Source: an optimization exercise on an open RTL-to-GDS flow (aim: small area, a short achievable clock period and few clock cycles per item). Production flows keep margins and buffers that such runs may drop.
Only simulation tests tie the RTL to the original design; equivalence was not proved.

==> flow/design.v <==
`timescale 1ns / 1ps
`default_nettype none
module rgb_to_hue_saturation_top (
    input  logic       i_clk,
    input  logic       i_rst_n,
    input  logic       i_valid,
    output logic       o_ready,
    input  logic [7:0] i_red,
    input  logic [7:0] i_green,
    input  logic [7:0] i_blue,
    output logic       o_valid,
    input  logic       i_ready,
    output logic [7:0] o_hue,
    output logic [7:0] o_saturation
);
    logic w_en;
    logic [9:0] r_vld;
    logic [0:0] w_c_rg_0;
    logic [0:0] w_c_rb_0;
    logic [0:0] w_c_gb_0;
    logic [7:0] r1_B;
    logic [7:0] r1_G;
    logic [7:0] r1_R;
    logic [0:0] r1_c_gb;
    logic [0:0] r1_c_rb;
    logic [0:0] r1_c_rg;
    logic [0:0] w_rmx_0;
    logic [0:0] w_gmx_0;
    logic [2:0] w_j_0;
    logic [7:0] w_vmx_0;
    logic [7:0] w_vmn_0;
    logic [7:0] w_vmd_0;
    logic [0:0] w_odd_0;
    logic [7:0] w_ra_0;
    logic [7:0] w_rb_0;
    logic [7:0] w_d_0;
    logic [7:0] w_rp_0;
    logic [0:0] w_nzd_0;
    logic [0:0] w_nzr_0;
    logic [7:0] w_mx_0;
    logic [7:0] r2_d;
    logic [2:0] r2_j;
    logic [7:0] r2_mx;
    logic [0:0] r2_nzd;
    logic [0:0] r2_nzr;
    logic [7:0] r2_rp;
    logic [2:0] w_cs_0;
    logic [2:0] w_ch_0;
    logic [0:0] w_hl1_0;
    logic [0:0] w_hl2_0;
    logic [0:0] w_hl3_0;
    logic [0:0] w_hl4_0;
    logic [0:0] w_hl5_0;
    logic [0:0] w_hl6_0;
    logic [8:0] w_hh9_0;
    logic [8:0] w_sh9_0;
    logic [9:0] w_hdf_0;
    logic [9:0] w_sdf_0;
    logic [0:0] w_hq7_0;
    logic [0:0] w_sq7_0;
    logic [7:0] w_hr7_0;
    logic [7:0] w_sr7_0;
    logic [8:0] w_hh9_1;
    logic [7:0] w_sr_0;
    logic [2:0] w_hm_0;
    logic [7:0] r3_d;
    logic [8:0] r3_hh9;
    logic [0:0] r3_hl1;
    logic [0:0] r3_hl2;
    logic [0:0] r3_hl3;
    logic [0:0] r3_hl4;
    logic [0:0] r3_hl5;
    logic [2:0] r3_hm;
    logic [2:0] r3_j;
    logic [7:0] r3_mx;
    logic [0:0] r3_sq7;
    logic [7:0] r3_sr;
    logic [8:0] w_sh9_1;
    logic [9:0] w_hdf_1;
    logic [9:0] w_sdf_1;
    logic [0:0] w_hq6_0;
    logic [0:0] w_sq6_0;
    logic [7:0] w_hr6_0;
    logic [7:0] w_sr6_0;
    logic [8:0] w_hh9_2;
    logic [7:0] w_sr_1;
    logic [0:0] w_hb6_0;
    logic [1:0] w_ha6_0;
    logic [2:0] w_hm_1;
    logic [7:0] r4_d;
    logic [8:0] r4_hh9;
    logic [0:0] r4_hl1;
    logic [0:0] r4_hl2;
    logic [0:0] r4_hl3;
    logic [0:0] r4_hl4;
    logic [2:0] r4_hm;
    logic [2:0] r4_j;
    logic [7:0] r4_mx;
    logic [0:0] r4_sq6;
    logic [0:0] r4_sq7;
    logic [7:0] r4_sr;
    logic [8:0] w_sh9_2;
    logic [9:0] w_hdf_2;
    logic [9:0] w_sdf_2;
    logic [0:0] w_hq5_0;
    logic [0:0] w_sq5_0;
    logic [7:0] w_hr5_0;
    logic [7:0] w_sr5_0;
    logic [8:0] w_hh9_3;
    logic [7:0] w_sr_2;
    logic [0:0] w_hb5_0;
    logic [1:0] w_ha5_0;
    logic [2:0] w_hm_2;
    logic [7:0] r5_d;
    logic [0:0] r5_hb5;
    logic [8:0] r5_hh9;
    logic [0:0] r5_hl1;
    logic [0:0] r5_hl2;
    logic [0:0] r5_hl3;
    logic [2:0] r5_hm;
    logic [2:0] r5_j;
    logic [7:0] r5_mx;
    logic [0:0] r5_sq5;
    logic [0:0] r5_sq6;
    logic [0:0] r5_sq7;
    logic [7:0] r5_sr;
    logic [8:0] w_sh9_3;
    logic [9:0] w_hdf_3;
    logic [9:0] w_sdf_3;
    logic [0:0] w_hq4_0;
    logic [0:0] w_sq4_0;
    logic [7:0] w_hr4_0;
    logic [7:0] w_sr4_0;
    logic [8:0] w_hh9_4;
    logic [7:0] w_sr_3;
    logic [0:0] w_hb4_0;
    logic [1:0] w_ha4_0;
    logic [2:0] w_hm_3;
    logic [7:0] r6_d;
    logic [0:0] r6_hb4;
    logic [0:0] r6_hb5;
    logic [8:0] r6_hh9;
    logic [0:0] r6_hl1;
    logic [0:0] r6_hl2;
    logic [2:0] r6_hm;
    logic [2:0] r6_j;
    logic [7:0] r6_mx;
    logic [0:0] r6_sq4;
    logic [0:0] r6_sq5;
    logic [0:0] r6_sq6;
    logic [0:0] r6_sq7;
    logic [7:0] r6_sr;
    logic [8:0] w_sh9_4;
    logic [9:0] w_hdf_4;
    logic [9:0] w_sdf_4;
    logic [0:0] w_hq3_0;
    logic [0:0] w_sq3_0;
    logic [7:0] w_hr3_0;
    logic [7:0] w_sr3_0;
    logic [8:0] w_hh9_5;
    logic [7:0] w_sr_4;
    logic [0:0] w_hb3_0;
    logic [1:0] w_ha3_0;
    logic [2:0] w_hm_4;
    logic [7:0] r7_d;
    logic [0:0] r7_hb3;
    logic [0:0] r7_hb4;
    logic [0:0] r7_hb5;
    logic [8:0] r7_hh9;
    logic [0:0] r7_hl1;
    logic [2:0] r7_hm;
    logic [2:0] r7_j;
    logic [7:0] r7_mx;
    logic [0:0] r7_sq3;
    logic [0:0] r7_sq4;
    logic [0:0] r7_sq5;
    logic [0:0] r7_sq6;
    logic [0:0] r7_sq7;
    logic [7:0] r7_sr;
    logic [8:0] w_sh9_5;
    logic [9:0] w_hdf_5;
    logic [9:0] w_sdf_5;
    logic [0:0] w_hq2_0;
    logic [0:0] w_sq2_0;
    logic [7:0] w_hr2_0;
    logic [7:0] w_sr2_0;
    logic [8:0] w_hh9_6;
    logic [7:0] w_sr_5;
    logic [0:0] w_hb2_0;
    logic [1:0] w_ha2_0;
    logic [2:0] w_hm_5;
    logic [7:0] r8_d;
    logic [0:0] r8_hb2;
    logic [0:0] r8_hb3;
    logic [0:0] r8_hb4;
    logic [0:0] r8_hb5;
    logic [8:0] r8_hh9;
    logic [2:0] r8_hm;
    logic [2:0] r8_j;
    logic [7:0] r8_mx;
    logic [0:0] r8_sq2;
    logic [0:0] r8_sq3;
    logic [0:0] r8_sq4;
    logic [0:0] r8_sq5;
    logic [0:0] r8_sq6;
    logic [0:0] r8_sq7;
    logic [7:0] r8_sr;
    logic [8:0] w_sh9_6;
    logic [9:0] w_hdf_6;
    logic [9:0] w_sdf_6;
    logic [0:0] w_hq1_0;
    logic [0:0] w_sq1_0;
    logic [7:0] w_hr1_0;
    logic [7:0] w_sr1_0;
    logic [8:0] w_hh9_7;
    logic [7:0] w_sr_6;
    logic [0:0] w_hb1_0;
    logic [1:0] w_ha1_0;
    logic [2:0] w_hm_6;
    logic [7:0] w_hB_0;
    logic [1:0] w_hmc_0;
    logic [7:0] r9_d;
    logic [7:0] r9_hB;
    logic [8:0] r9_hh9;
    logic [2:0] r9_hm;
    logic [1:0] r9_hmc;
    logic [7:0] r9_mx;
    logic [0:0] r9_sq1;
    logic [0:0] r9_sq2;
    logic [0:0] r9_sq3;
    logic [0:0] r9_sq4;
    logic [0:0] r9_sq5;
    logic [0:0] r9_sq6;
    logic [0:0] r9_sq7;
    logic [7:0] r9_sr;
    logic [8:0] w_sh9_7;
    logic [9:0] w_hdf_7;
    logic [9:0] w_sdf_7;
    logic [0:0] w_hq0_0;
    logic [0:0] w_sq0_0;
    logic [0:0] w_z_0;
    logic [0:0] w_hb0_0;
    logic [2:0] w_hm0_0;
    logic [2:0] w_hm1_0;
    logic [0:0] w_hc0_0;
    logic [7:0] w_hu0_0;
    logic [0:0] w_hc1_0;
    logic [7:0] w_hu1_0;
    logic [7:0] w_hue_0;
    logic [7:0] w_sat_0;
    logic [7:0] r10_hue;
    logic [7:0] r10_sat;
    assign w_en    = !r_vld[9] || i_ready;
    assign o_ready = w_en;
    assign w_c_rg_0 = i_red >= i_green;
    assign w_c_rb_0 = i_red >= i_blue;
    assign w_c_gb_0 = i_green >= i_blue;
    assign w_rmx_0 = r1_c_rg & r1_c_rb;
    assign w_gmx_0 = !r1_c_rg & r1_c_gb;
    assign w_j_0 = w_rmx_0 ? (r1_c_gb ? 3'd0 : 3'd5) : (w_gmx_0 ? (r1_c_rb ? 3'd1 : 3'd2) : (r1_c_rg ? 3'd4 : 3'd3));
    assign w_vmx_0 = w_rmx_0 ? r1_R : (w_gmx_0 ? r1_G : r1_B);
    assign w_vmn_0 = (!r1_c_rg & !r1_c_rb) ? r1_R : ((r1_c_rg & !r1_c_gb) ? r1_G : r1_B);
    assign w_vmd_0 = (r1_c_rg ^ r1_c_rb) ? r1_R : ((r1_c_rg ^ !r1_c_gb) ? r1_G : r1_B);
    assign w_odd_0 = w_rmx_0 ? !r1_c_gb : (w_gmx_0 ? r1_c_rb : !r1_c_rg);
    assign w_ra_0 = w_odd_0 ? w_vmx_0 : w_vmd_0;
    assign w_rb_0 = w_odd_0 ? w_vmd_0 : w_vmn_0;
    assign w_d_0 = w_vmx_0 - w_vmn_0;
    assign w_rp_0 = w_ra_0 - w_rb_0;
    assign w_nzd_0 = w_vmx_0[5:0] != w_vmn_0[5:0];
    assign w_nzr_0 = w_ra_0[5:0] != w_rb_0[5:0];
    assign w_mx_0 = w_vmx_0 | {7'b0, (w_vmx_0 == 8'd0)};
    assign w_cs_0 = 3'(r2_d[7:6]) + 3'(r2_nzd);
    assign w_ch_0 = 3'(r2_rp[7:6]) + 3'(r2_nzr);
    assign w_hl1_0 = r2_rp[0];
    assign w_hl2_0 = r2_rp[1] ^ (|r2_rp[0:0]);
    assign w_hl3_0 = r2_rp[2] ^ (|r2_rp[1:0]);
    assign w_hl4_0 = r2_rp[3] ^ (|r2_rp[2:0]);
    assign w_hl5_0 = r2_rp[4] ^ (|r2_rp[3:0]);
    assign w_hl6_0 = r2_rp[5] ^ (|r2_rp[4:0]);
    assign w_hh9_0 = {r2_rp, 1'b0} - 9'(w_ch_0);
    assign w_sh9_0 = {r2_d, 1'b0} - 9'(w_cs_0);
    assign w_hdf_0 = {1'b0, r2_rp, 1'b0} - {2'b0, r2_d} - 10'(w_ch_0);
    assign w_sdf_0 = {1'b0, r2_d, 1'b0} - {2'b0, r2_mx} - 10'(w_cs_0);
    assign w_hq7_0 = !w_hdf_0[9];
    assign w_sq7_0 = !w_sdf_0[9];
    assign w_hr7_0 = w_hdf_0[9] ? w_hh9_0[7:0] : w_hdf_0[7:0];
    assign w_sr7_0 = w_sdf_0[9] ? w_sh9_0[7:0] : w_sdf_0[7:0];
    assign w_hh9_1 = {w_hr7_0, w_hl6_0};
    assign w_sr_0 = w_sr7_0;
    assign w_hm_0 = {2'b0, w_hq7_0};
    assign w_sh9_1 = {r3_sr, (r3_d[5] ^ (|r3_d[4:0]))};
    assign w_hdf_1 = {1'b0, r3_hh9} - {2'b0, r3_d};
    assign w_sdf_1 = {1'b0, w_sh9_1} - {2'b0, r3_mx};
    assign w_hq6_0 = !w_hdf_1[9];
    assign w_sq6_0 = !w_sdf_1[9];
    assign w_hr6_0 = w_hdf_1[9] ? r3_hh9[7:0] : w_hdf_1[7:0];
    assign w_sr6_0 = w_sdf_1[9] ? w_sh9_1[7:0] : w_sdf_1[7:0];
    assign w_hh9_2 = {w_hr6_0, r3_hl5};
    assign w_sr_1 = w_sr6_0;
    assign w_hb6_0 = r3_hm >= 3'd3;
    assign w_ha6_0 = 2'(w_hb6_0 ? r3_hm - 3'd3 : r3_hm);
    assign w_hm_1 = {w_ha6_0, w_hq6_0};
    assign w_sh9_2 = {r4_sr, (r4_d[4] ^ (|r4_d[3:0]))};
    assign w_hdf_2 = {1'b0, r4_hh9} - {2'b0, r4_d};
    assign w_sdf_2 = {1'b0, w_sh9_2} - {2'b0, r4_mx};
    assign w_hq5_0 = !w_hdf_2[9];
    assign w_sq5_0 = !w_sdf_2[9];
    assign w_hr5_0 = w_hdf_2[9] ? r4_hh9[7:0] : w_hdf_2[7:0];
    assign w_sr5_0 = w_sdf_2[9] ? w_sh9_2[7:0] : w_sdf_2[7:0];
    assign w_hh9_3 = {w_hr5_0, r4_hl4};
    assign w_sr_2 = w_sr5_0;
    assign w_hb5_0 = r4_hm >= 3'd3;
    assign w_ha5_0 = 2'(w_hb5_0 ? r4_hm - 3'd3 : r4_hm);
    assign w_hm_2 = {w_ha5_0, w_hq5_0};
    assign w_sh9_3 = {r5_sr, (r5_d[3] ^ (|r5_d[2:0]))};
    assign w_hdf_3 = {1'b0, r5_hh9} - {2'b0, r5_d};
    assign w_sdf_3 = {1'b0, w_sh9_3} - {2'b0, r5_mx};
    assign w_hq4_0 = !w_hdf_3[9];
    assign w_sq4_0 = !w_sdf_3[9];
    assign w_hr4_0 = w_hdf_3[9] ? r5_hh9[7:0] : w_hdf_3[7:0];
    assign w_sr4_0 = w_sdf_3[9] ? w_sh9_3[7:0] : w_sdf_3[7:0];
    assign w_hh9_4 = {w_hr4_0, r5_hl3};
    assign w_sr_3 = w_sr4_0;
    assign w_hb4_0 = r5_hm >= 3'd3;
    assign w_ha4_0 = 2'(w_hb4_0 ? r5_hm - 3'd3 : r5_hm);
    assign w_hm_3 = {w_ha4_0, w_hq4_0};
    assign w_sh9_4 = {r6_sr, (r6_d[2] ^ (|r6_d[1:0]))};
    assign w_hdf_4 = {1'b0, r6_hh9} - {2'b0, r6_d};
    assign w_sdf_4 = {1'b0, w_sh9_4} - {2'b0, r6_mx};
    assign w_hq3_0 = !w_hdf_4[9];
    assign w_sq3_0 = !w_sdf_4[9];
    assign w_hr3_0 = w_hdf_4[9] ? r6_hh9[7:0] : w_hdf_4[7:0];
    assign w_sr3_0 = w_sdf_4[9] ? w_sh9_4[7:0] : w_sdf_4[7:0];
    assign w_hh9_5 = {w_hr3_0, r6_hl2};
    assign w_sr_4 = w_sr3_0;
    assign w_hb3_0 = r6_hm >= 3'd3;
    assign w_ha3_0 = 2'(w_hb3_0 ? r6_hm - 3'd3 : r6_hm);
    assign w_hm_4 = {w_ha3_0, w_hq3_0};
    assign w_sh9_5 = {r7_sr, (r7_d[1] ^ (|r7_d[0:0]))};
    assign w_hdf_5 = {1'b0, r7_hh9} - {2'b0, r7_d};
    assign w_sdf_5 = {1'b0, w_sh9_5} - {2'b0, r7_mx};
    assign w_hq2_0 = !w_hdf_5[9];
    assign w_sq2_0 = !w_sdf_5[9];
    assign w_hr2_0 = w_hdf_5[9] ? r7_hh9[7:0] : w_hdf_5[7:0];
    assign w_sr2_0 = w_sdf_5[9] ? w_sh9_5[7:0] : w_sdf_5[7:0];
    assign w_hh9_6 = {w_hr2_0, r7_hl1};
    assign w_sr_5 = w_sr2_0;
    assign w_hb2_0 = r7_hm >= 3'd3;
    assign w_ha2_0 = 2'(w_hb2_0 ? r7_hm - 3'd3 : r7_hm);
    assign w_hm_5 = {w_ha2_0, w_hq2_0};
    assign w_sh9_6 = {r8_sr, r8_d[0]};
    assign w_hdf_6 = {1'b0, r8_hh9} - {2'b0, r8_d};
    assign w_sdf_6 = {1'b0, w_sh9_6} - {2'b0, r8_mx};
    assign w_hq1_0 = !w_hdf_6[9];
    assign w_sq1_0 = !w_sdf_6[9];
    assign w_hr1_0 = w_hdf_6[9] ? r8_hh9[7:0] : w_hdf_6[7:0];
    assign w_sr1_0 = w_sdf_6[9] ? w_sh9_6[7:0] : w_sdf_6[7:0];
    assign w_hh9_7 = {w_hr1_0, 1'b0};
    assign w_sr_6 = w_sr1_0;
    assign w_hb1_0 = r8_hm >= 3'd3;
    assign w_ha1_0 = 2'(w_hb1_0 ? r8_hm - 3'd3 : r8_hm);
    assign w_hm_6 = {w_ha1_0, w_hq1_0};
    assign w_hB_0 = (r8_j == 3'd0 ? 8'd0 : r8_j == 3'd1 ? 8'd42 : r8_j == 3'd2 ? 8'd85 : r8_j == 3'd3 ? 8'd127 : r8_j == 3'd4 ? 8'd169 : 8'd212) + {2'b0, r8_hb5, r8_hb4, r8_hb3, r8_hb2, w_hb1_0, 1'b0};
    assign w_hmc_0 = (r8_j == 3'd1 || r8_j == 3'd4) ? 2'd2 : (r8_j == 3'd2 || r8_j == 3'd5) ? 2'd1 : 2'd0;
    assign w_sh9_7 = {r9_sr, 1'b0};
    assign w_hdf_7 = {1'b0, r9_hh9} - {2'b0, r9_d};
    assign w_sdf_7 = {1'b0, w_sh9_7} - {2'b0, r9_mx};
    assign w_hq0_0 = !w_hdf_7[9];
    assign w_sq0_0 = !w_sdf_7[9];
    assign w_z_0 = r9_d == 8'd0;
    assign w_hb0_0 = r9_hm >= 3'd3;
    assign w_hm0_0 = 3'(w_hb0_0 ? {r9_hm, 1'b0} - 4'd6 : {r9_hm, 1'b0});
    assign w_hm1_0 = w_hm0_0 + 3'd1;
    assign w_hc0_0 = r9_hmc == 2'd2 ? (w_hm0_0 >= 3'd1) : r9_hmc == 2'd1 ? (w_hm0_0 >= 3'd5) : (w_hm0_0 >= 3'd3);
    assign w_hu0_0 = r9_hB + 8'(w_hb0_0) + 8'(w_hc0_0);
    assign w_hc1_0 = r9_hmc == 2'd2 ? (w_hm1_0 >= 3'd1) : r9_hmc == 2'd1 ? (w_hm1_0 >= 3'd5) : (w_hm1_0 >= 3'd3);
    assign w_hu1_0 = r9_hB + 8'(w_hb0_0) + 8'(w_hc1_0);
    assign w_hue_0 = w_z_0 ? 8'd0 : (w_hq0_0 ? w_hu1_0 : w_hu0_0);
    assign w_sat_0 = {r9_sq7, r9_sq6, r9_sq5, r9_sq4, r9_sq3, r9_sq2, r9_sq1, w_sq0_0};
    always_ff @(posedge i_clk) begin
        if (!i_rst_n) begin
            r_vld <= '0;
        end else if (w_en) begin
            r_vld <= {r_vld[8:0], i_valid};
        end
    end
    always_ff @(posedge i_clk) begin
        if (w_en) begin
            r1_B <= i_blue;
            r1_G <= i_green;
            r1_R <= i_red;
            r1_c_gb <= w_c_gb_0;
            r1_c_rb <= w_c_rb_0;
            r1_c_rg <= w_c_rg_0;
            r2_d <= w_d_0;
            r2_j <= w_j_0;
            r2_mx <= w_mx_0;
            r2_nzd <= w_nzd_0;
            r2_nzr <= w_nzr_0;
            r2_rp <= w_rp_0;
            r3_d <= r2_d;
            r3_hh9 <= w_hh9_1;
            r3_hl1 <= w_hl1_0;
            r3_hl2 <= w_hl2_0;
            r3_hl3 <= w_hl3_0;
            r3_hl4 <= w_hl4_0;
            r3_hl5 <= w_hl5_0;
            r3_hm <= w_hm_0;
            r3_j <= r2_j;
            r3_mx <= r2_mx;
            r3_sq7 <= w_sq7_0;
            r3_sr <= w_sr_0;
            r4_d <= r3_d;
            r4_hh9 <= w_hh9_2;
            r4_hl1 <= r3_hl1;
            r4_hl2 <= r3_hl2;
            r4_hl3 <= r3_hl3;
            r4_hl4 <= r3_hl4;
            r4_hm <= w_hm_1;
            r4_j <= r3_j;
            r4_mx <= r3_mx;
            r4_sq6 <= w_sq6_0;
            r4_sq7 <= r3_sq7;
            r4_sr <= w_sr_1;
            r5_d <= r4_d;
            r5_hb5 <= w_hb5_0;
            r5_hh9 <= w_hh9_3;
            r5_hl1 <= r4_hl1;
            r5_hl2 <= r4_hl2;
            r5_hl3 <= r4_hl3;
            r5_hm <= w_hm_2;
            r5_j <= r4_j;
            r5_mx <= r4_mx;
            r5_sq5 <= w_sq5_0;
            r5_sq6 <= r4_sq6;
            r5_sq7 <= r4_sq7;
            r5_sr <= w_sr_2;
            r6_d <= r5_d;
            r6_hb4 <= w_hb4_0;
            r6_hb5 <= r5_hb5;
            r6_hh9 <= w_hh9_4;
            r6_hl1 <= r5_hl1;
            r6_hl2 <= r5_hl2;
            r6_hm <= w_hm_3;
            r6_j <= r5_j;
            r6_mx <= r5_mx;
            r6_sq4 <= w_sq4_0;
            r6_sq5 <= r5_sq5;
            r6_sq6 <= r5_sq6;
            r6_sq7 <= r5_sq7;
            r6_sr <= w_sr_3;
            r7_d <= r6_d;
            r7_hb3 <= w_hb3_0;
            r7_hb4 <= r6_hb4;
            r7_hb5 <= r6_hb5;
            r7_hh9 <= w_hh9_5;
            r7_hl1 <= r6_hl1;
            r7_hm <= w_hm_4;
            r7_j <= r6_j;
            r7_mx <= r6_mx;
            r7_sq3 <= w_sq3_0;
            r7_sq4 <= r6_sq4;
            r7_sq5 <= r6_sq5;
            r7_sq6 <= r6_sq6;
            r7_sq7 <= r6_sq7;
            r7_sr <= w_sr_4;
            r8_d <= r7_d;
            r8_hb2 <= w_hb2_0;
            r8_hb3 <= r7_hb3;
            r8_hb4 <= r7_hb4;
            r8_hb5 <= r7_hb5;
            r8_hh9 <= w_hh9_6;
            r8_hm <= w_hm_5;
            r8_j <= r7_j;
            r8_mx <= r7_mx;
            r8_sq2 <= w_sq2_0;
            r8_sq3 <= r7_sq3;
            r8_sq4 <= r7_sq4;
            r8_sq5 <= r7_sq5;
            r8_sq6 <= r7_sq6;
            r8_sq7 <= r7_sq7;
            r8_sr <= w_sr_5;
            r9_d <= r8_d;
            r9_hB <= w_hB_0;
            r9_hh9 <= w_hh9_7;
            r9_hm <= w_hm_6;
            r9_hmc <= w_hmc_0;
            r9_mx <= r8_mx;
            r9_sq1 <= w_sq1_0;
            r9_sq2 <= r8_sq2;
            r9_sq3 <= r8_sq3;
            r9_sq4 <= r8_sq4;
            r9_sq5 <= r8_sq5;
            r9_sq6 <= r8_sq6;
            r9_sq7 <= r8_sq7;
            r9_sr <= w_sr_6;
            r10_hue <= w_hue_0;
            r10_sat <= w_sat_0;
        end
    end
    assign o_valid      = r_vld[9];
    assign o_hue        = r10_hue;
    assign o_saturation = r10_sat;
endmodule
`default_nettype wire
==> flow/run.sh <==
#!/bin/bash
# synth_recipe.tcl (not shown) runs the flow's synth.tcl, then flattens the netlist and writes it again
# the make line also repeats each setting of config.mk as NAME=value (left out here)
make -C /OpenROAD-flow-scripts/flow DESIGN_CONFIG=/design/flow/config.mk WORK_HOME=/design/flow/orfs CLKGATE_MAP_FILE= SYNTH_SCRIPT=/design/flow/synth_recipe.tcl finish
==> flow/config.mk <==
export PLATFORM = sky130hd
export DESIGN_NAME = rgb_to_hue_saturation_top
export DESIGN_NICKNAME = rgb_to_hue_saturation_top
export VERILOG_FILES = /design/flow/design.v
export SDC_FILE = /design/flow/constraint.sdc
export NUM_CORES = 4
export LEC_CHECK = 0
export ABC_CLOCK_PERIOD_IN_PS = 2400
export CAP_MARGIN = 20
export CORE_MARGIN = 2
export CORE_UTILIZATION = 40
export CTS_BUF_LIST = sky130_fd_sc_hd__clkbuf_4 sky130_fd_sc_hd__clkbuf_8
export CTS_CLUSTER_DIAMETER = 80
export CTS_CLUSTER_SIZE = 20
export SETUP_SLACK_MARGIN = 2.5
export SLEW_MARGIN = 20
==> flow/constraint.sdc <==
create_clock -name core_clock -period 5.5 [get_ports {i_clk}]
set_input_delay 1.1000 -clock core_clock [delete_from_list [all_inputs] [get_ports {i_clk}]]
set_output_delay 1.1000 -clock core_clock [all_outputs]
set_load 0.01 [all_outputs]
==> flow_summary.json, run 1 <==
{
  "fp.dieW_um": 242,
  "overflow": 0,
  "fin_crit_sh_pct": 53.6,
  "gp_congestion": 0.852,
  "grt_max_degree": 158,
  "hp-class": "flop to flop",
  "route.detailed.drc": 0,
  "crit_path_end_kind": "output pin",
  "yosysSeqAreaShare_pct": 53.9,
  "path_buf_inv": 4,
  "synth_top_area_share_pct": 53.1,
  "drtAntennaViolNets": 0,
  "synth_nets": 2179,
  "max_slew_margin_pct": 37.4,
  "insertion_delay_ns": 0.65,
  "start_util_pct": 40.3,
  "fmax_mhz": 339,
  "crit_fanout": 8,
  "crit_slowest_cell": "dlygate4sd2_1",
  "drt_iter0_drc": 563,
  "critPathArrivalTime_ns": 1.85,
  "cp_top_family": "buffers and inverters",
  "cts_tree": "built",
  "fin_crit_ns": 2.95,
  "pre_cts_ws_ns": 1.36,
  "avgSynthCellArea_um2": 11.8,
  "cts.clk_slew.worst_paths_ns": 0.11,
  "track_usage_pct": 12.9,
  "pin_count": 46,
  "stdcell_area_um2": 25500,
  "vias_per_cell": 4.97,
  "syn2layout_area_growth_pct": 12.2,
  "multi_input_area_um2": 9780,
  "seq_area_um2": 12200,
  "drive_above_1_share_pct": 10.6,
  "cts_hold_buf": 0,
  "dpl_cell_area_um2": 24100,
  "synth_warnings": 1,
  "worst_pin_slew_ns": 0.940,
  "worstPathRequired_ns": 4.40,
  "layout_common_cells": "401 x edfxtp_1, 260 x inv_1, 192 x ha_1, 150 x nand2_1, 117 x nor2_1",
  "hp-start": "r5_sq6$_DFFE_PP_",
  "num_rows": 87,
  "startpoint_type": "input pin",
  "synth_top_area_cell": "edfxtp_1",
  "max_cap_violations": 0,
  "startpoint": "i_ready",
  "vias": 13900,
  "synth-seq-cells": 411,
  "crit_type": "input pin to output pin",
  "coreArea_um2": 56300,
  "clk_path_buf_depth": 3,
  "n_antenna_cell": 0,
  "drt-total-wl_mm": 38.6,
  "async_reset_ff_share_pct": 0,
  "cts_buffers": 27,
  "synth_cells": 1923,
  "n_fill_cell": 5099,
  "grt_antenna_before_repair": 0,
  "fin_setup_tns_ns": 0,
  "drtPass1Iterations": 5,
  "synth.distinct_cells": 65,
  "dp_hpwl_mm": 27.1,
  "htreeDepth": 1,
  "synth_ff_type": "edfxtp_1",
  "fin_ws_ns": 2.55,
  "synth_area_um2": 22700,
  "synth_edf_count": 401,
  "die_area_um2": 58700,
  "finalMaxSlewViolations": 0,
  "ys_top_cells_by_area": "edfxtp_1 53%, ha_1 11%, inv_1 4.3%, mux2i_1 3.2%, mux2_2 2.5%",
  "numClockSinks": 411,
  "cts-root-buf": "clkbuf_8",
  "rr_startpoint": "r2_d[6]$_DFFE_PP_",
  "finClkSkew_ns": 0.0384,
  "setup_viol": 0,
  "grt_pass1_vias": 13800,
  "status": "no timing/DRC/antenna violations",
  "io_buffers": 45,
  "hold_ws_ns": 0.422,
  "finalHoldViolations": 0,
  "grt_pass1_wl_mm": 63.8,
  "path_cells": "dlygate4sd2_1, nor2b_4, buf_12, clkinv_16, buf_8",
  "final_core_util_pct": 45.2,
  "max_stage_delay_ns": 0.25,
  "rsz0062_at_grt": "yes",
  "final_common_cell": "edfxtp_1",
  "fin_nets": 2286,
  "die_h_um": 242,
  "routedWlPerCell_um": 13.8
}
[repair_timing]
action	4_1_cts	5_1_grt
gates resized for setup	44	40
pin swaps	16	22
buffers inserted	21	26
endpoints found under the setup margin	35	38
cloned	4	0
[metal layers]
metal	global-route usage (%)	up-vias	share of wire [%]
met5	0	-	0
met4	4.96	0	3.3
met3	1.61	70	2.9
met2	24.9	196	53
met1	14.3	6565	41
li1	-	7085	-
[worst register-to-register path, stage by stage, from the launching register on]
cell and delay (ns):
edfxtp_1 0.47, ha_4 0.21, ha_4 0.16, inv_2 0.06, fa_1 0.45, ha_4 0.25, a21oi_4 0.18, o21ai_2 0.08
a31o_4 0.24, a31oi_4 0.28, mux2_4 0.33
[cells in the mapped netlist (all sizes together), types with 22 or more instances]
library cell,instances
mux2i,72
a21oi,88
xnor2,58
a21o,26
nor2,118
mux2,52
nor3,58
inv,263
edfxtp,401
ha,208
nor2b,42
o21ai,80
nand2,155
a21boi,34
xor2,22
[cell type report]
type                       count  area share (%)
inverter                     264            3.99
clock buffer                  29            1.52
multi-input combinational   1227            38.4
tap                          756            3.71
clock inverter                13           0.595
sequential                   411            48.1
timing repair inverter         3           0.192
timing repair buffer          96            3.51
[registers in the layout (all words and copies together), names as in the netlist, 9 cells and up]
| signal | count |
|---|---|
| r3_hh9 | 9 |
| r4_hh9 | 9 |
| r5_hh9 | 9 |
| r6_hh9 | 9 |
| r7_hh9 | 9 |
| r8_hh9 | 9 |
| r_vld | 10 |
[worst paths after layout]
check	to	depth (start not counted)	slack, ns
worst max-delay path	o_ready	5	2.55
worst min-delay path	r6_sq6$_DFFE_PP_	0	0.42
worst max register to register	r3_sr[1]$_DFFE_PP_	10	2.55
worst min register to register	r6_sq6$_DFFE_PP_	0	0.42
[cell families after synthesis]
logic type	share of synthesized area, %
AND/OR/NAND/NOR	9.37
flip-flops	53.9
AO/OA/AOI/OAI	9.83
buffers and inverters	4.76
adder cells (fa/ha/maj)	13.2
multiplexers	5.79
XOR/XNOR	3.09
[through the flow]
step / cells
6_report: 2799
4_1_cts: 2773
5_1_grt: 2799
3_3_place_gp: 2706
2_1_floorplan: 1923
3_5_place_dp: 2706
Testbench counts, summed over its fixed seeds: cycles 16,080, items 16,000.
==> run 2, diff against run 1 <==
--- a/flow/config.mk
+++ b/flow/config.mk
@@ -5,12 +5,11 @@
 export SDC_FILE = /design/flow/constraint.sdc
 export NUM_CORES = 4
 export LEC_CHECK = 0
-export ABC_CLOCK_PERIOD_IN_PS = 2400
 export CAP_MARGIN = 20
 export CORE_MARGIN = 2
 export CORE_UTILIZATION = 40
 export CTS_BUF_LIST = sky130_fd_sc_hd__clkbuf_4 sky130_fd_sc_hd__clkbuf_8
 export CTS_CLUSTER_DIAMETER = 80
 export CTS_CLUSTER_SIZE = 20
-export SETUP_SLACK_MARGIN = 2.5
+export SETUP_SLACK_MARGIN = 2.4
 export SLEW_MARGIN = 20
==> run 2 against run 1 <==
Net effect: via count fell by 0.33%; synthesized cell count did not move; still clean on timing, DRC and antenna; largest cell class unchanged; wire length fell by 1.3%; setup slack got worse by 0.064 ns; clock skew fell by 0.012 ns; non-clock buffer count fell by 18; die area did not move.
==> flow_summary.json, run 2 <==
{
  "grt_pass1_vias": 14100,
  "fmax_mhz": 332,
  "io_buffers": 45,
  "cts_buffers": 30,
  "startpoint": "i_ready",
  "grt_pass1_wl_mm": 64.3,
  "synth_cells": 1923,
  "cts.clk_slew.worst_paths_ns": 0.11,
  "grt_antenna_before_repair": 1,
  "largest_reg_flops": 10,
  "drt-total-wl_mm": 38.1,
  "vias": 13900,
  "synth_warnings": 1,
  "route.detailed.drc": 0,
  "die_area_um2": 58700,
  "synth_area_um2": 22700,
  "overflow": 0,
  "synth_ff_type": "edfxtp_1",
  "syn2layout_area_growth_pct": 11.1,
  "fin_nets": 2269,
  "fp.dieW_um": 242,
  "drt_iter0_drc": 549,
  "async_reset_ff_share_pct": 0,
  "synth.most_common_cell": "edfxtp_1",
  "hold_ws_ns": 0.419,
  "startpoint_type": "input pin",
  "crit_fanout": 22,
  "clk_path_buf_depth": 3,
  "worstRegToRegCells": 14,
  "crit_type": "input pin to output pin",
  "critPathArrivalTime_ns": 1.91,
  "finalMaxSlewViolations": 0,
  "avgSynthCellArea_um2": 11.8,
  "rr_startpoint": "r1_c_rg$_DFFE_PP_",
  "status": "no timing/DRC/antenna violations",
  "track_usage_pct": 12.9,
  "fin_crit_sh_pct": 54.8,
  "hold_path_depth": 0,
  "max_cap_violations": 0,
  "synth-seq-cells": 411,
  "final_core_util_pct": 44.8,
  "htreeDepth": 1,
  "max_slew_margin_pct": 33.4,
  "cts_tree": "built",
  "worstPathRequired_ns": 4.40,
  "finClkSkew_ns": 0.0260,
  "start_util_pct": 40.3,
  "synth_top_area_share_pct": 53.1,
  "worst_pin_slew_ns": 0.999,
  "drtAntennaViolNets": 0,
  "fin_crit_ns": 3.01,
  "drive_above_1_share_pct": 9.06,
  "routedWlPerCell_um": 13.7,
  "synth.distinct_cells": 65,
  "rrSetupSlack_ns": 2.49,
  "synth_nets": 2179,
  "pin_count": 46,
  "n_fill_cell": 5134,
  "vias_per_cell": 4.98,
  "gp_congestion": 0.837,
  "die_h_um": 242,
  "finalHoldViolations": 0,
  "synth.top_cells.by_count": "401 x edfxtp_1, 263 x inv_1, 208 x ha_1",
  "synth_edf_count": 401,
  "top_register": "r_vld",
  "dp_hpwl_mm": 27.3,
  "setup_viol": 0,
  "synth_top_area_cell": "edfxtp_1",
  "yosysSeqAreaShare_pct": 53.9,
  "num_rows": 87,
  "numClockSinks": 411,
  "rsz0062_at_grt": "yes",
  "ys_top_cells_by_area": "edfxtp_1 53%, ha_1 11%, inv_1 4.3%, mux2i_1 3.2%, mux2_2 2.5%",
  "crit_path_end_kind": "output pin",
  "hp-class": "flop to flop",
  "insertion_delay_ns": 0.66,
  "drtPass1Iterations": 5,
  "hp-start": "r3_j[1]$_DFFE_PP_",
  "grt_max_degree": 184,
  "cts-root-buf": "clkbuf_8",
  "cts_hold_buf": 0,
  "final_common_cell": "edfxtp_1",
  "coreArea_um2": 56300,
  "layout_common_cells": "401 x edfxtp_1, 262 x inv_1, 199 x ha_1, 149 x nand2_1, 118 x nor2_1",
  "fin_setup_tns_ns": 0
}
-- run 2: critical path, stage by stage --
cell           delay [ns]
dlygate4sd2_1        0.25
nor2b_4              0.13
buf_12               0.13
clkinv_16            0.08
buf_6                0.16
-- run 2: final timing paths --
kind,to
setup / recovery,o_ready
hold reg to reg,r4_j[1]$_DFFE_PP_
hold / removal,r4_j[1]$_DFFE_PP_
setup reg to reg,r2_rp[6]$_DFFE_PP_
-- run 2: cell type report --
| class | count | area (um^2) | share of cell area (%) |
|---|---|---|---|
| sequential | 411 | 12200 | 48.5 |
| multi-input combinational | 1226 | 9600 | 38.1 |
| inverter | 264 | 1020 | 4.03 |
| tap | 756 | 946 | 3.75 |
| timing repair buffer | 78 | 727 | 2.88 |
| clock buffer | 33 | 442 | 1.75 |
| clock inverter | 16 | 209 | 0.829 |
| timing repair inverter | 2 | 32.5 | 0.129 |
| antenna | 1 | 2.50 | 0.00992 |
-- run 2: per-stage QoR --
| step | setup slack [ns] | cell area (um^2) | cells |
|---|---|---|---|
| after global routing | 2.29 | 25200 | 2787 |
| after global placement | 1.47 | 24100 | 2706 |
| after detailed placement | 1.44 | 24100 | 2706 |
| after CTS | 2.36 | 24900 | 2767 |
| after floorplan | 2.35 | 22700 | 1923 |
| final | 2.49 | 25200 | 2787 |
-- run 2: kinds of logic after synthesis --
kind of cell	count (synthesis)	synth area share, %
AO/OA/AOI/OAI	340	9.83
XOR/XNOR	80	3.09
adder cells (fa/ha/maj)	228	13.2
buffers and inverters	286	4.76
flip-flops	411	53.9
multiplexers	124	5.79
AND/OR/NAND/NOR	454	9.37
-- run 2: timing repair --
action	CTS	global route
pin swaps	5	15
cloned	2	0
setup endpoints to repair	23	30
resized for setup	25	29
buffers inserted	10	19
-- run 2: routing by layer --
metal	GRT usage, %	up-vias	share of wire, %
met3	1.69	69	3.2
met4	4.67	0	2.9
met5	0	-	0
li1	-	7069	-
met2	25.1	169	53
met1	14.3	6563	41
==> run 3, diff against run 2 <==
--- a/flow/config.mk
+++ b/flow/config.mk
@@ -11,5 +11,5 @@
 export CTS_BUF_LIST = sky130_fd_sc_hd__clkbuf_4 sky130_fd_sc_hd__clkbuf_8
 export CTS_CLUSTER_DIAMETER = 80
 export CTS_CLUSTER_SIZE = 20
-export SETUP_SLACK_MARGIN = 2.4
+export SETUP_SLACK_MARGIN = 2.8
 export SLEW_MARGIN = 20
==> run 3 against run 2 <==
Net effect: final cell count is 2.4% higher; flip-flop and latch count unchanged; synthesized cell count unchanged; first-iteration DRC count is 1.6% higher; sequential share of layout area decreased by 2.1 points; largest cell class unchanged; critical path type is now flop to flop; count of clock-buffer cells in the layout up 2; global-route usage is 0.71 points higher; non-clock buffer count increased by 65; synthesized area unchanged; clock skew shrank 0.0021 ns.
==> flow_summary.json, run 3 <==
{
  "setup_viol": 0,
  "synth_area_um2": 22700,
  "synth_warnings": 1,
  "critPathArrivalTime_ns": 3.28,
  "start_util_pct": 40.3,
  "synth_top_area_share_pct": 53.1,
  "synth.top_cells.by_count": "401 x edfxtp_1, 263 x inv_1, 208 x ha_1",
  "synth-seq-cells": 411,
  "fp.dieW_um": 242,
  "route.detailed.drc": 0,
  "gp_congestion": 0.836,
  "rrSetupSlack_ns": 2.62,
  "avgSynthCellArea_um2": 11.8,
  "die_area_um2": 58700,
  "synth_cells": 1923,
  "pre_cts_ws_ns": 1.40,
  "multi_input_area_um2": 10200,
  "finalHoldViolations": 0,
  "finClkSkew_ns": 0.0239,
  "pin_count": 46,
  "grt_antenna_before_repair": 1,
  "drtPass1Iterations": 5,
  "cts_tree": "built",
  "numClockSinks": 411,
  "drt-total-wl_mm": 40.7,
  "n_antenna_cell": 0,
  "met3_length_mm": 1.15,
  "finalMaxSlewViolations": 0,
  "die_h_um": 242,
  "htreeDepth": 1,
  "fin_setup_tns_ns": 0,
  "worstPathRequired_ns": 5.90,
  "status": "no timing/DRC/antenna violations",
  "fin_crit_ns": 2.88,
  "synth_nets": 2179,
  "seq_area_um2": 12200,
  "path_cells": "buf_4, buf_4, buf_4, inv_1, ha_1, inv_1, ha_1, a21oi_1, inv_1, a31oi_4, mux2_4",
  "drive_above_1_share_pct": 16.4,
  "fin_crit_sh_pct": 52.4,
  "worst_pin_slew_ns": 1.00,
  "cp_top_family": "buffers and inverters",
  "wl_met2_mm": 21.7,
  "num_rows": 87,
  "crit_fanout": 5,
  "io_buffers": 45,
  "synth_top_area_cell": "edfxtp_1",
  "fin_ws_ns": 2.62,
  "track_usage_pct": 13.7,
  "overflow": 0,
  "max_stage_delay_ns": 0.46,
  "synth.distinct_cells": 65,
  "grt_pass1_vias": 14400,
  "final_core_util_pct": 46.9,
  "yosysSeqAreaShare_pct": 53.9,
  "hold_ws_ns": 0.426,
  "grt_max_degree": 158,
  "coreArea_um2": 56300,
  "drtAntennaViolNets": 0,
  "cts.clk_slew.worst_paths_ns": 0.12,
  "drt_iter0_drc": 558,
  "synth_ff_type": "edfxtp_1",
  "crit_type": "flop to flop",
  "clk_path_buf_depth": 3,
  "ys_top_cells_by_area": "edfxtp_1 53%, ha_1 11%, inv_1 4.3%, mux2i_1 3.2%, mux2_2 2.5%",
  "rr_startpoint": "r2_d[6]$_DFFE_PP_",
  "crit_path_end_kind": "flop",
  "grt_pass1_wl_mm": 67.1,
  "top_layer": "met4",
  "syn2layout_area_growth_pct": 16.2,
  "vias_per_cell": 4.98,
  "fin_cells": 2853,
  "synth.most_common_cell": "edfxtp_1",
  "max_slew_margin_pct": 33.2,
  "timing.rr.end": "r3_sr[1]$_DFFE_PP_",
  "hp-start": "r2_j[1]$_SDFFCE_PP0P_",
  "fin_nets": 2335,
  "routedWlPerCell_um": 14.3,
  "largest_reg_flops": 10,
  "vias": 14200,
  "startpoint_type": "flop",
  "insertion_delay_ns": 0.64,
  "worstRegToRegCells": 11,
  "placedCellCount": 2706,
  "path_buf_inv": 6,
  "rsz0062_at_grt": "yes",
  "hold_path_depth": 0,
  "cts_hold_buf": 0,
  "crit_slowest_cell": "edfxtp_1",
  "hp-class": "flop to flop",
  "wl_met1_mm": 16.4,
  "final_common_cell": "edfxtp_1",
  "top_register": "r_vld",
  "cts-root-buf": "clkbuf_8",
  "max_cap_violations": 0,
  "n_fill_cell": 5012,
  "hold_end": "r3_j[1]$_DFFE_PP_",
  "cts_buffers": 29,
  "layout_common_cells": "401 x edfxtp_1, 253 x inv_1, 180 x ha_1, 145 x nand2_1, 118 x nor2_1",
  "synth_edf_count": 401,
  "fmax_mhz": 347,
  "dp_hpwl_mm": 27.6,
  "async_reset_ff_share_pct": 0
}
## run 3: cell types whose count changed in the layout (fill, tap and decap cells not counted), sizes merged
cell           change
clkbuf             +2
clkinvlp           -1
diode              -1
nand2              +1
buf               +66
clkinv             +1
dlymetal6s2s       +2
dlygate4sd2        +2
inv                -1
clkdlybuf4s50      -5
## run 3: what timing repair did
action	4_1_cts	5_1_grt
setup endpoints to repair	60	82
gates cloned	4	0
resized for setup	86	80
pin swaps	28	33
buffers inserted	53	41
## run 3: cell families after synthesis
family / count (synthesis) / synth area share, %
adder cells (fa/ha/maj): 228 / 13.2
buffers and inverters: 286 / 4.76
AO/OA/AOI/OAI: 340 / 9.83
XOR/XNOR: 80 / 3.09
multiplexers: 124 / 5.79
flip-flops: 411 / 53.9
AND/OR/NAND/NOR: 454 / 9.37
## run 3: per-layer routing
metal | GRT usage (%) | vias up
li1 | - | 7196
met1 | 14.8 | 6753
met2 | 26.7 | 188
met3 | 1.73 | 85
met4 | 5.28 | 0
met5 | 0 | -
## run 3: area by class of cell
| class | count | area share (%) |
|---|---|---|
| sequential | 411 | 46.4 |
| clock buffer | 35 | 1.73 |
| timing repair buffer | 143 | 4.89 |
| clock inverter | 14 | 0.683 |
| multi-input combinational | 1227 | 38.6 |
| inverter | 264 | 3.89 |
| tap | 756 | 3.59 |
| timing repair inverter | 3 | 0.185 |
## run 3: how the worst max path moves through the flow
stage                      start            endpoint  slack (ns)  cells past startpoint
2_1_floorplan            i_ready             o_ready        2.35                      2
3_3_place_gp             i_ready             o_ready        1.42                      4
3_5_place_dp             i_ready             o_ready        1.40                      4
4_1_cts        r2_d[6]$_DFFE_PP_  r3_sr[1]$_DFFE_PP_        2.61                     10
5_1_grt        r1_c_rg$_DFFE_PP_  r2_rp[5]$_DFFE_PP_        2.46                     15
6_report       r2_d[6]$_DFFE_PP_  r3_sr[1]$_DFFE_PP_        2.62                     11
## run 3: worst reg2reg max path: stages, from the launching register on
cell	delay, ns
edfxtp_1	0.46
buf_4	0.16
buf_4	0.14
buf_4	0.15
inv_1	0.11
ha_1	0.16
inv_1	0.04
ha_1	0.33
a21oi_1	0.34
inv_1	0.12
a31oi_4	0.30
mux2_4	0.33
## run 3: stage by stage
stage          area, um^2
2_1_floorplan       23000
3_3_place_gp        24300
3_5_place_dp        24300
4_1_cts             25700
5_1_grt             26400
6_report            26400
==> run 4, diff against run 3 <==
--- a/flow/config.mk
+++ b/flow/config.mk
@@ -11,5 +11,5 @@
 export CTS_BUF_LIST = sky130_fd_sc_hd__clkbuf_4 sky130_fd_sc_hd__clkbuf_8
 export CTS_CLUSTER_DIAMETER = 80
 export CTS_CLUSTER_SIZE = 20
-export SETUP_SLACK_MARGIN = 2.8
+export SETUP_SLACK_MARGIN = 3.1
 export SLEW_MARGIN = 20
==> run 4 against run 3 <==
Net effect: clock skew is 0.016 ns higher; die area stayed put; critical path depth is 2 higher; register-to-register slack hardly changed; hold slack worse by 0.00088 ns; via count is 0.94% higher; wire length is 2.4% higher; sequential share of layout area is 1.2 points lower; global-route usage is 0.27 points higher; critical endpoint is now r10_hue[4]$_SDFFCE_PN0P_; highest routed layer unchanged.
==> flow_summary.json, run 4 <==
{
  "status": "no timing/DRC/antenna violations",
  "route.detailed.drc": 0,
  "pre_cts_ws_ns": 1.42,
  "clk_path_buf_depth": 3,
  "finalHoldViolations": 0,
  "synth_top_area_cell": "edfxtp_1",
  "path_cells": "ha_4, a211oi_2, nand2_1, o221ai_4, a31oi_2, a2bb2oi_2, o2bb2a_4, ha_4, ha_4, a22o_1, a32oi_1, xor2_1, nor2_1",
  "hp-class": "flop to flop",
  "gp_congestion": 0.852,
  "synth.distinct_cells": 65,
  "vias_per_cell": 4.97,
  "overflow": 0,
  "crit_fanout": 3,
  "startpoint_type": "flop",
  "numClockSinks": 411,
  "fin_crit_ns": 2.87,
  "grt_pass1_wl_mm": 69.0,
  "synth.most_common_cell": "edfxtp_1",
  "die_area_um2": 58700,
  "routedWlPerCell_um": 14.4,
  "fin_nets": 2371,
  "fmax_mhz": 348,
  "critPathArrivalTime_ns": 3.25,
  "n_antenna_cell": 0,
  "fin_crit_sh_pct": 52.2,
  "placedCellCount": 2705,
  "top_register": "r_vld",
  "stdcell_area_um2": 27100,
  "insertion_delay_ns": 0.64,
  "crit_slowest_cell": "edfxtp_1",
  "cts.clk_slew.worst_paths_ns": 0.11,
  "grt_pass1_vias": 14800,
  "grt_max_degree": 87,
  "worstPathRequired_ns": 5.88,
  "track_usage_pct": 13.9,
  "max_cap_violations": 0,
  "synth-seq-cells": 411,
  "io_buffers": 45,
  "synth_edf_count": 401,
  "die_h_um": 242,
  "n_fill_cell": 4974,
  "rsz0062_at_grt": "yes",
  "synth_top_area_share_pct": 53.1,
  "htreeDepth": 1,
  "num_rows": 87,
  "use_met2_pct": 27.5,
  "hold_end": "r4_hl3$_DFFE_PP_",
  "cts_buffers": 28,
  "final_common_cell": "edfxtp_1",
  "largest_reg_flops": 10,
  "finalMaxSlewViolations": 0,
  "synth_cells": 1923,
  "crit_path_end_kind": "flop",
  "synth_warnings": 1,
  "syn2layout_area_growth_pct": 19.4,
  "yosysSeqAreaShare_pct": 53.9,
  "drtPass1Iterations": 5,
  "ys_top_cells_by_area": "edfxtp_1 53%, ha_1 11%, inv_1 4.3%, mux2i_1 3.2%, mux2_2 2.5%",
  "fin_ws_ns": 2.63,
  "worst_pin_slew_ns": 0.870,
  "synth_nets": 2179,
  "crit_type": "flop to flop",
  "max_stage_delay_ns": 0.43,
  "synth_area_um2": 22700,
  "avgSynthCellArea_um2": 11.8,
  "drive_above_1_share_pct": 22.6,
  "hp-start": "r3_hl3$_DFFE_PP_",
  "grt.met3_usage_pct": 1.65,
  "start_util_pct": 40.3,
  "grt_antenna_before_repair": 1,
  "vias": 14400,
  "cts-root-buf": "clkbuf_8",
  "rr_startpoint": "r9_hh9[4]$_DFFE_PP_",
  "fin_cells": 2890,
  "timing.rr.end": "r10_hue[4]$_SDFFCE_PN0P_",
  "cp_common_cell": "ha_4",
  "synth_ff_type": "edfxtp_1",
  "synth.top_cells.by_count": "401 x edfxtp_1, 263 x inv_1, 208 x ha_1",
  "async_reset_ff_share_pct": 0,
  "dp_hpwl_mm": 28.0,
  "drt-total-wl_mm": 41.7,
  "finClkSkew_ns": 0.0400,
  "grtUsageMet1_pct": 15.4,
  "layout_common_cells": "401 x edfxtp_1, 249 x inv_1, 170 x ha_1, 144 x nand2_1, 116 x nor2_1",
  "grt-busiest-layer": "met2",
  "fin_setup_tns_ns": 0,
  "drt_iter0_drc": 728,
  "dpl_cell_area_um2": 24500,
  "hold_path_depth": 0,
  "cts_tree": "built",
  "fp.dieW_um": 242,
  "rrSetupSlack_ns": 2.63,
  "drtAntennaViolNets": 0,
  "max_slew_margin_pct": 42.0,
  "pin_count": 46,
  "worstRegToRegCells": 13,
  "setup_viol": 0,
  "coreArea_um2": 56300
}
## run 4: worst max path at each step
| stage | depth (start not counted) | endpoint | slack, ns | start |
|---|---|---|---|---|
| global route | 15 | r2_rp[5]$_DFFE_PP_ | 2.47 | r1_c_rg$_DFFE_PP_ |
| finish | 13 | r10_hue[4]$_SDFFCE_PN0P_ | 2.63 | r9_hh9[4]$_DFFE_PP_ |
| floorplan | 2 | o_ready | 2.35 | i_ready |
| global placement | 4 | o_ready | 1.43 | i_ready |
| CTS | 5 | o_ready | 2.61 | i_ready |
| detailed placement | 4 | o_ready | 1.42 | i_ready |
## run 4: cell type report
| type | count | area [um^2] | area share, % |
|---|---|---|---|
| sequential | 411 | 12200 | 45.2 |
| timing repair buffer | 180 | 1590 | 5.88 |
| timing repair inverter | 3 | 48.8 | 0.180 |
| multi-input combinational | 1227 | 10600 | 39.3 |
| inverter | 264 | 1020 | 3.77 |
| clock buffer | 34 | 437 | 1.61 |
| tap | 756 | 946 | 3.49 |
| clock inverter | 15 | 173 | 0.637 |
## run 4: stage by stage
step                hold slack [ns]  utilization, %
finish                        0.425            48.2
global route                  0.431            48.2
CTS                           0.410            46.9
detailed placement            0.405            43.5
global placement              0.401            43.5
floorplan                     0.400               -
## run 4: cells by family after synthesis
family	Yosys count	share of synthesized area [%]
simple gates	454	9.37
flops	411	53.9
buf+inv	286	4.76
fa+ha+maj	228	13.2
mux	124	5.79
compound gates	340	9.83
xor+xnor	80	3.09
## run 4: worst max-delay path, delay by kind of cell (launching register included)
| family | cells | cell delay [ns] |
|---|---|---|
| AOI/OAI and AO/OA | 7 | 1.25 |
| DFF | 1 | 0.43 |
| adders and majority gates | 3 | 0.58 |
| and+or+nand+nor | 2 | 0.17 |
| xor gates and xnor gates | 1 | 0.19 |
## run 4: layer usage
layer / part of all wire (%) / vias to the layer above
li1: - / 7255
met1: 40 / 6839
met2: 55 / 190
met3: 2.8 / 71
met4: 2.5 / 0
met5: 0 / -
## run 4: repair_timing
item / in CTS / in global routing
hold buffers: 0 / 0
resized for setup: 219 / 118
pin swaps: 57 / 65
buffers inserted: 86 / 44
hold endpoints to repair: 0 / 0
endpoints found under the setup margin: 460 / 294
gates cloned: 5 / 1
==> run 5, diff against run 4 <==
--- a/flow/config.mk
+++ b/flow/config.mk
@@ -5,11 +5,12 @@
 export SDC_FILE = /design/flow/constraint.sdc
 export NUM_CORES = 4
 export LEC_CHECK = 0
+export ABC_CLOCK_PERIOD_IN_PS = 3300
 export CAP_MARGIN = 20
 export CORE_MARGIN = 2
 export CORE_UTILIZATION = 40
 export CTS_BUF_LIST = sky130_fd_sc_hd__clkbuf_4 sky130_fd_sc_hd__clkbuf_8
 export CTS_CLUSTER_DIAMETER = 80
 export CTS_CLUSTER_SIZE = 20
-export SETUP_SLACK_MARGIN = 3.1
+export SETUP_SLACK_MARGIN = 2.2
 export SLEW_MARGIN = 20
==> run 5 against run 4 <==
Net effect: wire length fell by 9.8%; synthesized cell count is the same; die area unchanged; highest routed layer unchanged; clock skew shrank 0.016 ns; maximum frequency fell by 11%; largest cell class unchanged; first-iteration DRC count is 8.7% lower; non-clock buffer count shrank 115; count of clock-buffer cells in the layout decreased by 1; final cell count decreased by 4.2%; final area is 7.9% lower.
==> flow_summary.json, run 5 <==
{
  "cts_tree": "built",
  "cts-root-buf": "clkbuf_8",
  "cts_buffers": 27,
  "finalHoldViolations": 0,
  "max_slew_margin_pct": 31.9,
  "routedWlPerCell_um": 13.6,
  "startpoint_type": "input pin",
  "vias": 13800,
  "synth_cells": 1923,
  "ys_top_cells_by_area": "edfxtp_1 53%, ha_1 11%, inv_1 4.3%, mux2i_1 3.2%, mux2_2 2.5%",
  "synth_top_family_by_area": "adder cells",
  "drtAntennaViolNets": 0,
  "synth_compound_area_share_pct": 9.83,
  "rrSetupSlack_ns": 2.34,
  "die_area_um2": 58700,
  "critPathArrivalTime_ns": 2.11,
  "synth_top_area_share_pct": 53.1,
  "hp-class": "flop to flop",
  "drt_iter0_drc": 665,
  "top_register": "r_vld",
  "n_fill_cell": 5123,
  "overflow": 0,
  "grt_pass1_vias": 14000,
  "crit_fanout": 21,
  "synthMuxAreaShare_pct": 5.79,
  "synth.distinct_cells": 65,
  "synth_ff_type": "edfxtp_1",
  "layout_common_cells": "401 x edfxtp_1, 262 x inv_1, 202 x ha_1, 149 x nand2_1, 118 x nor2_1",
  "async_reset_ff_share_pct": 0,
  "worst_pin_slew_ns": 1.02,
  "synth_top_area_cell": "edfxtp_1",
  "synthXorXnorAreaFrac_pct": 3.09,
  "largest_reg_flops": 10,
  "gp_congestion": 0.847,
  "insertion_delay_ns": 0.64,
  "route.detailed.drc": 0,
  "worstRegToRegCells": 12,
  "synth_area_um2": 22700,
  "die_h_um": 242,
  "synth-seq-cells": 411,
  "worstPathRequired_ns": 4.40,
  "fin_setup_tns_ns": 0,
  "hold_end": "r7_hb4$_DFFE_PP_",
  "fin_crit_sh_pct": 58.4,
  "finalMaxSlewViolations": 0,
  "max_cap_violations": 0,
  "synth_warnings": 1,
  "synth.top_cells.by_count": "401 x edfxtp_1, 263 x inv_1, 208 x ha_1",
  "num_rows": 87,
  "track_usage_pct": 12.7,
  "syn2layout_area_growth_pct": 9.95,
  "dpl_cell_area_um2": 24100,
  "fp.dieW_um": 242,
  "vias_per_cell": 4.97,
  "finClkSkew_ns": 0.0238,
  "pin_count": 46,
  "cts.clk_slew.worst_paths_ns": 0.12,
  "grt_antenna_before_repair": 0,
  "startpoint": "i_ready",
  "hold_path_depth": 0,
  "numClockSinks": 411,
  "clk_path_buf_depth": 3,
  "rsz0062_at_grt": "yes",
  "synth.most_common_cell": "edfxtp_1",
  "crit_type": "input pin to output pin",
  "timing.rr.end": "r2_rp[7]$_DFFE_PP_",
  "grt_max_degree": 186,
  "coreArea_um2": 56300,
  "cts_hold_buf": 0,
  "hp-start": "r6_hb4$_DFFE_PP_",
  "synth_edf_count": 401,
  "start_util_pct": 40.3,
  "fmax_mhz": 311,
  "crit_path_end_kind": "output pin",
  "dp_hpwl_mm": 27.0,
  "synth_nets": 2179,
  "fin_crit_ns": 3.21,
  "synth-simple-area-share_pct": 9.37,
  "htreeDepth": 1,
  "n_antenna_cell": 0,
  "final_common_cell": "edfxtp_1",
  "drtPass1Iterations": 5,
  "avgSynthCellArea_um2": 11.8,
  "yosysSeqAreaShare_pct": 53.9,
  "rr_startpoint": "r1_c_rg$_DFFE_PP_",
  "status": "no timing/DRC/antenna violations",
  "drive_above_1_share_pct": 7.50,
  "grt_pass1_wl_mm": 63.2,
  "fin_nets": 2253,
  "io_buffers": 45,
  "setup_viol": 0,
  "stdcell_area_um2": 25000,
  "yosys.area_share.adder_pct": 13.2,
  "drt-total-wl_mm": 37.6
}
run 5: cell count changes in the layout (fill, tap and decap cells not counted), sizes merged, moves of 3 or more:
cell	change
buf	-129
clkbuf	-3
clkdlybuf4s50	+20
clkinv	-9
inv	+4
run 5: cell type report:
class / instances / area [um^2] / share of cell area, %
Sequential cell: 411 / 12200 / 49.1
Multi-Input combinational cell: 1226 / 9480 / 38.0
Inverter: 264 / 1020 / 4.08
Tap cell: 756 / 946 / 3.79
Timing Repair Buffer: 65 / 627 / 2.51
Clock buffer: 33 / 429 / 1.72
Clock inverter: 11 / 186 / 0.747
Timing Repair inverter: 2 / 27.5 / 0.110
run 5: logic make-up after synthesis:
kind of cell / Yosys count
simple gates: 454
flops: 411
compound gates: 340
buf+inv: 286
fa+ha+maj: 228
mux: 124
xor+xnor: 80
run 5: layer usage:
layer	up-vias	share of wire (%)	GRT usage, %
met5	-	0	0
met3	73	2.6	1.83
li1	7030	-	-
met4	0	3.5	4.59
met2	184	52	24.2
met1	6471	42	14.2
run 5: what timing repair did:
action | CTS | global route
cloned | 1 | 1
pin swaps | 2 | 2
gates resized for setup | 9 | 20
endpoints found under the setup margin | 11 | 16
buffers inserted | 7 | 9
run 5: how the worst max path moves through the flow:
| stage | endpoint |
|---|---|
| floorplan | o_ready |
| global placement | o_ready |
| detailed placement | o_ready |
| CTS | o_ready |
| global route | r2_rp[7]$_DFFE_PP_ |
| finish | o_ready |
run 5: worst max-delay path, stage by stage:
cell,delay (ns)
clkdlybuf4s50_1,0.44
nor2b_4,0.14
buf_12,0.14
clkinv_16,0.09
buf_6,0.16
run 5: through the flow:
| stage | instances | util [%] | setup slack [ns] | hold WS [ns] |
|---|---|---|---|---|
| after detailed placement | 2706 | 42.8 | 1.45 | 0.405 |
| after global placement | 2706 | 42.8 | 1.48 | 0.401 |
| after global routing | 2768 | 44.3 | 2.19 | 0.423 |
| after floorplan | 1923 | - | 2.35 | 0.400 |
| final | 2768 | 44.3 | 2.29 | 0.425 |
| after CTS | 2758 | 44.1 | 2.07 | 0.414 |
==> run 6, diff against run 5 <==
==> flow/config.mk (replaced) <==
export PLATFORM = sky130hd
export DESIGN_NAME = rgb_to_hue_saturation_top
export DESIGN_NICKNAME = rgb_to_hue_saturation_top
export VERILOG_FILES = /design/flow/design.v
export SDC_FILE = /design/flow/constraint.sdc
export NUM_CORES = 4
export LEC_CHECK = 0
export CAP_MARGIN = 20
export CORE_MARGIN = 2
export CORE_UTILIZATION = 55
export CTS_BUF_LIST = sky130_fd_sc_hd__clkbuf_4 sky130_fd_sc_hd__clkbuf_8
export CTS_CLUSTER_DIAMETER = 80
export CTS_CLUSTER_SIZE = 20
export PLACE_DENSITY = 0.8
export SETUP_SLACK_MARGIN = 2.6
export SLEW_MARGIN = 20
==> run 6 against run 5 <==
Net effect: first-iteration DRC count increased by 11%; clock skew up 0.0095 ns; die area shrank 27%; synthesized area unchanged; final cell count shrank 6.6%; critical path type is now flop to flop.
==> flow_summary.json, run 6 <==
{
  "status": "no timing/DRC/antenna violations",
  "grt_antenna_before_repair": 0,
  "fp.dieW_um": 207,
  "routedWlPerCell_um": 15.3,
  "synth_cells": 1923,
  "synth_warnings": 1,
  "syn2layout_area_growth_pct": 11.7,
  "top_register": "r_vld",
  "dpl_cell_area_um2": 23900,
  "cts_tree": "built",
  "path_cells": "buf_4, buf_6, ha_4, buf_4, mux2i_1, nor2_1, a21oi_1, mux2i_1, ha_4, nor2b_1, o21ai_1, nand2b_1, a21o_1, a21oi_2, xnor2_1",
  "cts.clk_slew.worst_paths_ns": 0.12,
  "worst_pin_slew_ns": 1.01,
  "drtAntennaViolNets": 0,
  "max_cap_violations": 0,
  "fin_nets": 2299,
  "vias": 14400,
  "async_reset_ff_share_pct": 0,
  "drive_above_1_share_pct": 12.4,
  "gp_congestion": 0.889,
  "pin_count": 46,
  "numClockSinks": 411,
  "track_usage_pct": 17.8,
  "rrSetupSlack_ns": 2.45,
  "synth_edf_count": 401,
  "cts_hold_buf": 0,
  "finalMaxSlewViolations": 0,
  "synth_top_area_share_pct": 53.1,
  "grt_pass1_wl_mm": 64.7,
  "max_stage_delay_ns": 0.46,
  "startpoint_type": "flop",
  "grt_max_degree": 154,
  "stdcell_area_um2": 25400,
  "crit_type": "flop to flop",
  "critPathArrivalTime_ns": 3.41,
  "worstPathRequired_ns": 5.87,
  "hold_ws_ns": 0.419,
  "die_h_um": 207,
  "vias_per_cell": 5.55,
  "synth_area_um2": 22700,
  "fmax_mhz": 328,
  "n_fill_cell": 3030,
  "io_buffers": 45,
  "avgSynthCellArea_um2": 11.8,
  "synth_ff_type": "edfxtp_1",
  "crit_fanout": 4,
  "crit_path_end_kind": "flop"
}
-- run 6: changes by cell type in the layout (fill, tap and decap cells not counted), sizes merged --
cell           before  now
buf                21   67
bufinv              4    1
inv               270  267
clkinv              3    5
clkbuf             33   32
clkdlybuf4s50      44   43
nand2             155  156
-- run 6: metal layers --
| metal | global-route usage, % | routed length [um] | vias up |
|---|---|---|---|
| li1 | - | - | 7106 |
| met1 | 19.3 | 15300 | 6852 |
| met2 | 34.8 | 21300 | 283 |
| met3 | 2.11 | 1140 | 113 |
| met4 | 7.39 | 1720 | 0 |
| met5 | 0 | 0 | - |
-- run 6: stage by stage --
stage / std cells / setup WS [ns]
floorplan: 1923 / 2.35
global placement: 2483 / 1.51
detailed placement: 2483 / 1.49
CTS: 2554 / 2.53
global route: 2585 / 2.27
finish: 2585 / 2.45
-- run 6: repair_timing --
item                       4_1_cts  5_1_grt
setup endpoints to repair       43       44
pin swaps                       22       42
resized for setup               49       59
cloned                           4        0
buffers inserted                30       31
-- run 6: worst max-delay path, delay by kind of cell, from the launching register on --
kind                     cells  cell delay (ns)
AO/OA/AOI/OAI                4             0.64
XOR/XNOR                     1             0.08
adder cells (fa/ha/maj)      2             0.59
buffers and inverters        3             0.40
flip-flops                   1             0.46
multiplexers                 2             0.36
AND/OR/NAND/NOR              3             0.31
-- run 6: area by class of cell --
class / count / area (um^2) / share of cell area (%)
clock buffers: 31 / 389 / 1.53
clock inverters: 6 / 71.3 / 0.281
inverters: 264 / 1020 / 4.01
multi-input cells: 1227 / 9900 / 39.0
flip-flops and latches: 411 / 12200 / 48.3
well taps: 532 / 666 / 2.63
repair buffers: 111 / 1020 / 4.04
repair inverters: 3 / 48.8 / 0.192
-- run 6: cells by family (layout without fill, tap and decap cells) --
family / after synthesis / in the layout / synth area share (%)
DFF: 411 / 411 / 53.9
AOI/OAI and AO/OA: 340 / 340 / 9.83
adders and majority gates: 228 / 228 / 13.2
buffers and inverters: 286 / 415 / 4.76
and+or+nand+nor: 454 / 455 / 9.37
muxes: 124 / 124 / 5.79
xor gates and xnor gates: 80 / 80 / 3.09
-- run 6: how the worst min path moves through the flow --
stage	slack, ns	end	start
finish	0.42	r7_hl1$_DFFE_PP_	r6_hl1$_DFFE_PP_
global route	0.42	r5_hl2$_DFFE_PP_	r4_hl2$_DFFE_PP_
CTS	0.41	r7_hl1$_DFFE_PP_	r6_hl1$_DFFE_PP_
detailed placement	0.40	r3_j[1]$_DFFE_PP_	r2_j[1]$_SDFFCE_PP0P_
global placement	0.40	r10_sat[1]$_DFFE_PP_	r9_sq1$_DFFE_PP_
floorplan	0.40	r10_sat[1]$_DFFE_PP_	r9_sq1$_DFFE_PP_

## afterwards: timing with drivers on the ports
In the flow no input, the clock included, has a driving cell. The finished layouts below were timed again as built, in two steps. Step 1 assumes that a clkbuf_16 drives the clock port and a buf_2 every other input. Step 2 adds t to the input delays and takes it off the output delays; t is the mean of the earliest and latest rising clock arrival at the registers after step 1. Input paths then give back, and output paths get back, about the clock's delay inside the block. a / b / c = ideal / step 1 / step 2; a / b = the first two.
run	shift t [ns]	setup WS [ns]	worst hold slack (ns)	clock arrival spread, ns	worst slew at a driven data input, ns
run 1	0.687	2.552 / 2.533 / 2.384	0.422 / 0.422 / 0.422	0.039 / 0.038	0.03
run 2	0.703	2.488 / 2.470 / 2.367	0.419 / 0.419 / 0.419	0.027 / 0.026	0.03
run 3	0.683	2.616 / 2.616 / 2.378	0.426 / 0.426 / 0.426	0.028 / 0.027	0.04
run 4	0.670	2.627 / 2.627 / 2.507	0.425 / 0.425 / 0.425	0.040 / 0.040	0.04
run 5	0.689	2.287 / 2.267 / 2.267	0.425 / 0.425 / 0.425	0.036 / 0.036	0.03
run 6	0.651	2.454 / 2.454 / 2.386	0.419 / 0.419 / 0.419	0.043 / 0.043	0.03
After both steps setup and hold are still met in every run listed. The setup slack of run 3, which loses most, moves by 0.000 ns with the drivers and by -0.238 ns with both steps.
